Context: an optimization exercise on an open-source flow, tuned for small area and a short achievable clock period. The choices shown serve that exercise and are no tape-out recipe. At most, simulation tests tie the RTL to the original design; equivalence was not proved. Power figures rest on the tool's default switching activity, not on a simulated workload.

Design ps2_key_event_queue, start of the top module:
module ps2_key_event_queue #(
  parameter int FIFO_DEPTH      = 8,
  parameter bit SUPPRESS_REPEAT = 1'b1,
  parameter bit IGNORE_CTRL     = 1'b1
) (
  input  logic                          clk,
  input  logic                          reset,
  input  logic [7:0]                    rx_data,
  input  logic                          rx_valid,
  input  logic                          rx_overflow,
  output logic [9:0]                    evt_data,
  output logic                          evt_valid,
  input  logic                          evt_ready,
  output logic [$clog2(FIFO_DEPTH):0]   evt_count,
  output logic                          drop_flag,
  input  logic                          drop_clr,
  output logic [8:0]                    keys_down,
  output logic [31:0]                   cur_key
);
For scale: roughly 680 flip-flops, ~71 I/O pins, ~27000 um^2 of cells after synthesis.
clock: 6.5 ns
lec_check: 0
cap_margin: 10
core_margin: 2
core_utilization: 40
cts_buf_list: sky130_fd_sc_hd__clkbuf_8
cts_cluster_diameter: 80
cts_cluster_size: 16
setup_slack_margin: 3.0
slew_margin: 10
synth_hierarchical: 1
tns_end_percent: 10
standard.sh (not shown) runs the stock make flow with config.mk's settings and CLKGATE_MAP_FILE= SYNTH_SCRIPT=/design/flow/synth_recipe.tcl, a recipe that flattens the netlist after the stock synthesis.
==> flow/flow/run.sh <==
#!/bin/bash
# Layout flow: the standard flow, with the port buffers made plain
# buffers (sky130_fd_sc_hd__buf_4) instead of the default delay-cell choice.
export BUFFER_PORTS_ARGS="-buffer_cell sky130_fd_sc_hd__buf_4"
bash standard.sh > standard.log 2>&1
Next try:
Settings changed: SETUP_SLACK_MARGIN 3.0 to 3.4.
Result:
- hold slack hardly moves
- wire length came out lower by about 0.8%
- design area stays flat
- worst setup slack gains 13 ps
- die area is unchanged
No run of this note included a check of the RTL's function; only the layout flow was run.


The RTL this note starts from:
==> flow/design.v <==
module ps2_key_event_queue #(
  parameter int FIFO_DEPTH      = 8,
  parameter bit SUPPRESS_REPEAT = 1'b1,
  parameter bit IGNORE_CTRL     = 1'b1
) (
  input  logic                          clk,
  input  logic                          reset,
  input  logic [7:0]                    rx_data,
  input  logic                          rx_valid,
  input  logic                          rx_overflow,
  output logic [9:0]                    evt_data,
  output logic                          evt_valid,
  input  logic                          evt_ready,
  output logic [$clog2(FIFO_DEPTH):0]   evt_count,
  output logic                          drop_flag,
  input  logic                          drop_clr,
  output logic [8:0]                    keys_down,
  output logic [31:0]                   cur_key
);
  logic       r_ext, r_rel, r_pause;
  logic [2:0] r_skip;
  logic w_v, w_e0, w_f0, w_e1, w_ctrl, w_prefix, w_pause_end, w_key;
  logic w_emit, w_track, w_ev_ext, w_ev_rel;
  logic [7:0] w_code;
  assign w_v    = rx_valid && !rx_overflow;
  assign w_e0   = (rx_data == 8'hE0);
  assign w_f0   = (rx_data == 8'hF0);
  assign w_e1   = (rx_data == 8'hE1);
  assign w_ctrl = (rx_data == 8'h00) || (rx_data == 8'hAA) || (rx_data == 8'hEE) ||
                  (rx_data == 8'hFA) || (rx_data == 8'hFE) || (rx_data == 8'hFF);
  assign w_prefix    = !r_rel && !r_pause;            
  assign w_pause_end = r_pause && (r_skip <= 3'd1);
  assign w_key       = !w_e0 && !w_f0 && !w_e1 && (r_ext || !w_ctrl);
  assign w_track  = w_v && (r_rel || (w_prefix && w_key));
  assign w_emit   = w_track || (w_v && w_pause_end);
  assign w_ev_ext = r_ext || r_pause;
  assign w_ev_rel = r_rel;
  assign w_code   = r_pause ? 8'h77 : rx_data;
  always_ff @(posedge clk or posedge reset) begin
    if (reset) begin
      r_ext   <= 1'b0;
      r_rel   <= 1'b0;
      r_pause <= 1'b0;
      r_skip  <= 3'd0;
    end else if (rx_overflow) begin
      r_ext   <= 1'b0;
      r_rel   <= 1'b0;
      r_pause <= 1'b0;
      r_skip  <= 3'd0;
    end else if (rx_valid) begin
      if (r_pause) begin
        r_skip  <= w_pause_end ? 3'd0 : 3'(r_skip - 3'd1);
        r_pause <= !w_pause_end;
      end else if (r_rel) begin
        r_ext <= 1'b0;
        r_rel <= 1'b0;
      end else begin
        r_ext   <= w_e0 || (w_f0 && r_ext);
        r_rel   <= w_f0;
        r_pause <= w_e1;
        if (w_e1) r_skip <= 3'd7;
      end
    end
  end
  logic         r_phase;
  logic [15:0]  r_row_valid;
  logic [511:0] w_bits;
  logic [15:0]  w_row_sel, w_row_rd, w_row_we;
  logic [31:0]  w_col_sel;
  logic [31:0]  w_row_raw, w_row_wr;
  logic         w_sel_valid, w_pv, w_raw_bit;
  always_comb begin
    for (int j = 0; j < 16; j++)
      w_row_sel[j] = (r_ext == j[3]) && (rx_data[7:5] == j[2:0]);
    for (int k = 0; k < 32; k++)
      w_col_sel[k] = (rx_data[4:0] == k[4:0]);
    w_row_rd    = w_row_sel & r_row_valid;
    w_sel_valid = |w_row_rd;
    w_row_raw   = '0;
    for (int j = 0; j < 16; j++)
      w_row_raw = w_row_raw | (w_bits[j*32 +: 32] & {32{w_row_rd[j]}});
    w_raw_bit = |(w_row_raw & w_col_sel);
    w_row_wr = (w_row_raw | {32{r_phase && !w_sel_valid}}) & ~w_col_sel |
               (w_col_sel & {32{!w_ev_rel ^ r_phase}});
    w_row_we = w_row_sel & {16{w_track}};
  end
  assign w_pv = r_phase && w_sel_valid;
  for (genvar j = 0; j < 16; j++) begin : g_row
    ps2kq_bitrow u_row (
      .clk(clk), .we(w_row_we[j]), .hold(!w_row_we[j]), .wr(w_row_wr),
      .q(w_bits[j*32 +: 32])
    );
  end
  always_ff @(posedge clk or posedge reset) begin
    if (reset) begin
      r_row_valid <= '0;
      r_phase     <= 1'b0;
    end else begin
      r_row_valid <= r_row_valid | w_row_we;
      r_phase     <= !r_phase;
    end
  end
  logic w_acc_h, w_acc_f, w_set_f, w_clr_h;
  assign w_acc_h = w_emit && (r_pause || r_rel);    
  assign w_acc_f = w_emit;
  assign w_set_f = w_track && !w_ev_rel;
  assign w_clr_h = w_track && w_ev_rel;
  logic [8:0] r_keys_down, w_kd_inc, w_kd_dec, w_kd_h, w_kd_f;
  assign w_kd_inc = (r_keys_down == 9'h1FF) ? r_keys_down : r_keys_down + 9'd1;
  assign w_kd_dec = (r_keys_down == 9'd0)   ? r_keys_down : r_keys_down - 9'd1;
  assign w_kd_h   = w_clr_h ? w_kd_dec : r_keys_down;
  assign w_kd_f   = w_set_f ? w_kd_inc : r_keys_down;
  always_ff @(posedge clk or posedge reset) begin
    if (reset) r_keys_down <= 9'd0;
    else       r_keys_down <= w_raw_bit ? (w_pv ? w_kd_f : w_kd_h) : (w_pv ? w_kd_h : w_kd_f);
  end
  logic [7:0] r_ck_code;
  logic       r_ck_ext, r_ck_rel;
  logic [9:0] w_ck, w_ck_new, w_ck_h, w_ck_f;
  assign w_ck     = {r_ck_rel, r_ck_ext, r_ck_code};
  assign w_ck_new = {w_ev_rel, w_ev_ext, w_code};
  assign w_ck_h   = w_acc_h ? w_ck_new : w_ck;
  assign w_ck_f   = w_acc_f ? w_ck_new : w_ck;
  always_ff @(posedge clk or posedge reset) begin
    if (reset) {r_ck_rel, r_ck_ext, r_ck_code} <= {1'b1, 1'b0, 8'h1B};
    else       {r_ck_rel, r_ck_ext, r_ck_code} <= w_raw_bit ? (w_pv ? w_ck_f : w_ck_h) : (w_pv ? w_ck_h : w_ck_f);
  end
  logic [9:0] r_mem [8];
  logic [2:0] r_wr_ptr, r_rd_ptr;
  logic [3:0] r_count;
  logic       r_drop_flag;
  logic       w_pop, w_slot_free;
  logic [2:0] w_wp_h, w_wp_f;
  logic [3:0] w_cnt_w, w_cnt_n, w_cnt_h, w_cnt_f;
  logic       w_drop_h, w_drop_f, w_df_n;
  assign w_pop       = (r_count != 4'd0) && evt_ready;
  assign w_slot_free = !r_count[3] || w_pop;
  assign w_cnt_w = w_pop ? r_count : r_count + 4'd1;
  assign w_cnt_n = w_pop ? r_count - 4'd1 : r_count;
  assign w_cnt_h = (w_acc_h && w_slot_free) ? w_cnt_w : w_cnt_n;
  assign w_cnt_f = (w_acc_f && w_slot_free) ? w_cnt_w : w_cnt_n;
  assign w_wp_h  = (w_acc_h && w_slot_free) ? r_wr_ptr + 3'd1 : r_wr_ptr;
  assign w_wp_f  = (w_acc_f && w_slot_free) ? r_wr_ptr + 3'd1 : r_wr_ptr;
  assign w_df_n  = r_drop_flag && !drop_clr;
  assign w_drop_h = (w_acc_h && !w_slot_free) || w_df_n;
  assign w_drop_f = (w_acc_f && !w_slot_free) || w_df_n;
  always_ff @(posedge clk or posedge reset) begin
    if (reset) begin
      r_wr_ptr    <= 3'd0;
      r_rd_ptr    <= 3'd0;
      r_count     <= 4'd0;
      r_drop_flag <= 1'b0;
    end else begin
      r_wr_ptr    <= w_raw_bit ? (w_pv ? w_wp_f : w_wp_h) : (w_pv ? w_wp_h : w_wp_f);
      r_count     <= w_raw_bit ? (w_pv ? w_cnt_f : w_cnt_h) : (w_pv ? w_cnt_h : w_cnt_f);
      r_drop_flag <= w_raw_bit ? (w_pv ? w_drop_f : w_drop_h) : (w_pv ? w_drop_h : w_drop_f);
      if (w_pop) r_rd_ptr <= r_rd_ptr + 3'd1;
    end
  end
  always_ff @(posedge clk) begin
    if (w_slot_free) r_mem[r_wr_ptr] <= w_ck_new;
  end
  assign evt_valid = (r_count != 4'd0);
  assign evt_data  = evt_valid ? r_mem[r_rd_ptr] : 10'd0;
  assign evt_count = r_count;
  assign drop_flag = r_drop_flag;
  assign keys_down = r_keys_down;
  assign cur_key   = {8'h00,
                      (r_ck_ext && r_ck_rel) ? 8'hE0 : 8'h00,
                      r_ck_rel ? 8'hF0 : (r_ck_ext ? 8'hE0 : 8'h00),
                      r_ck_code};
endmodule
module ps2kq_bitrow (
  input  logic        clk,
  input  logic        we,
  input  logic        hold,
  input  logic [31:0] wr,
  output logic [31:0] q
);
  always_ff @(posedge clk) q <= ~((q | {32{we}}) & ({32{hold}} | wr));
endmodule
clock: 6.5 ns
lec_check: 0
cap_margin: 20
core_margin: 2
core_utilization: 40
slew_margin: 20
synth_hierarchical: 1
run.sh (not shown) runs the stock make flow with config.mk's settings and CLKGATE_MAP_FILE= SYNTH_SCRIPT=/design/flow/synth_recipe.tcl, a recipe that flattens the netlist after the stock synthesis.
Stock flow here: none of the scripts above is used.
The first run completed without violations.
Rerun with:
SETUP_SLACK_MARGIN = 3.0   (was not set)
Result:
- clock skew fell by 14 ps
- via count rose by 8.8%
- hold slack hardly moves
- global-route usage rose by 3.9 points
- total power rose by 6.1%

[re-timing with driven ports]
The results above use ideal ports. As a check the final layouts listed here were re-extracted and re-timed, cells and wires unchanged. Step 1, drivers: a clkbuf_16 drives clk and a buf_2 each remaining input, both assumed. Step 2 also shifts input and output timing later by t, the mid clock arrival at the registers, as if the neighbouring blocks saw the same clock. Slacks: ideal ports / drivers / drivers and shift; pairs: ideal ports / drivers.
| run | t, ns | setup WS [ns] | worst slew at a driven data input, ns |
|---|---|---|---|
| the first run of note 1 | 0.742 | 2.769 / 2.709 / 2.277 | 0.08 |
| the second run of note 1 | 0.736 | 2.782 / 2.720 / 2.441 | 0.10 |
| the first run of note 2 | 0.670 | 0.754 / 0.715 / 0.045 | 0.11 |
| the second run of note 2 | 0.678 | 1.989 / 1.851 / 1.173 | 0.23 |
After both steps every run listed still meets setup and hold. For the second run of note 2, which loses most, drivers alone change the setup slack by -0.138 ns; drivers and shift together by -0.816 ns.
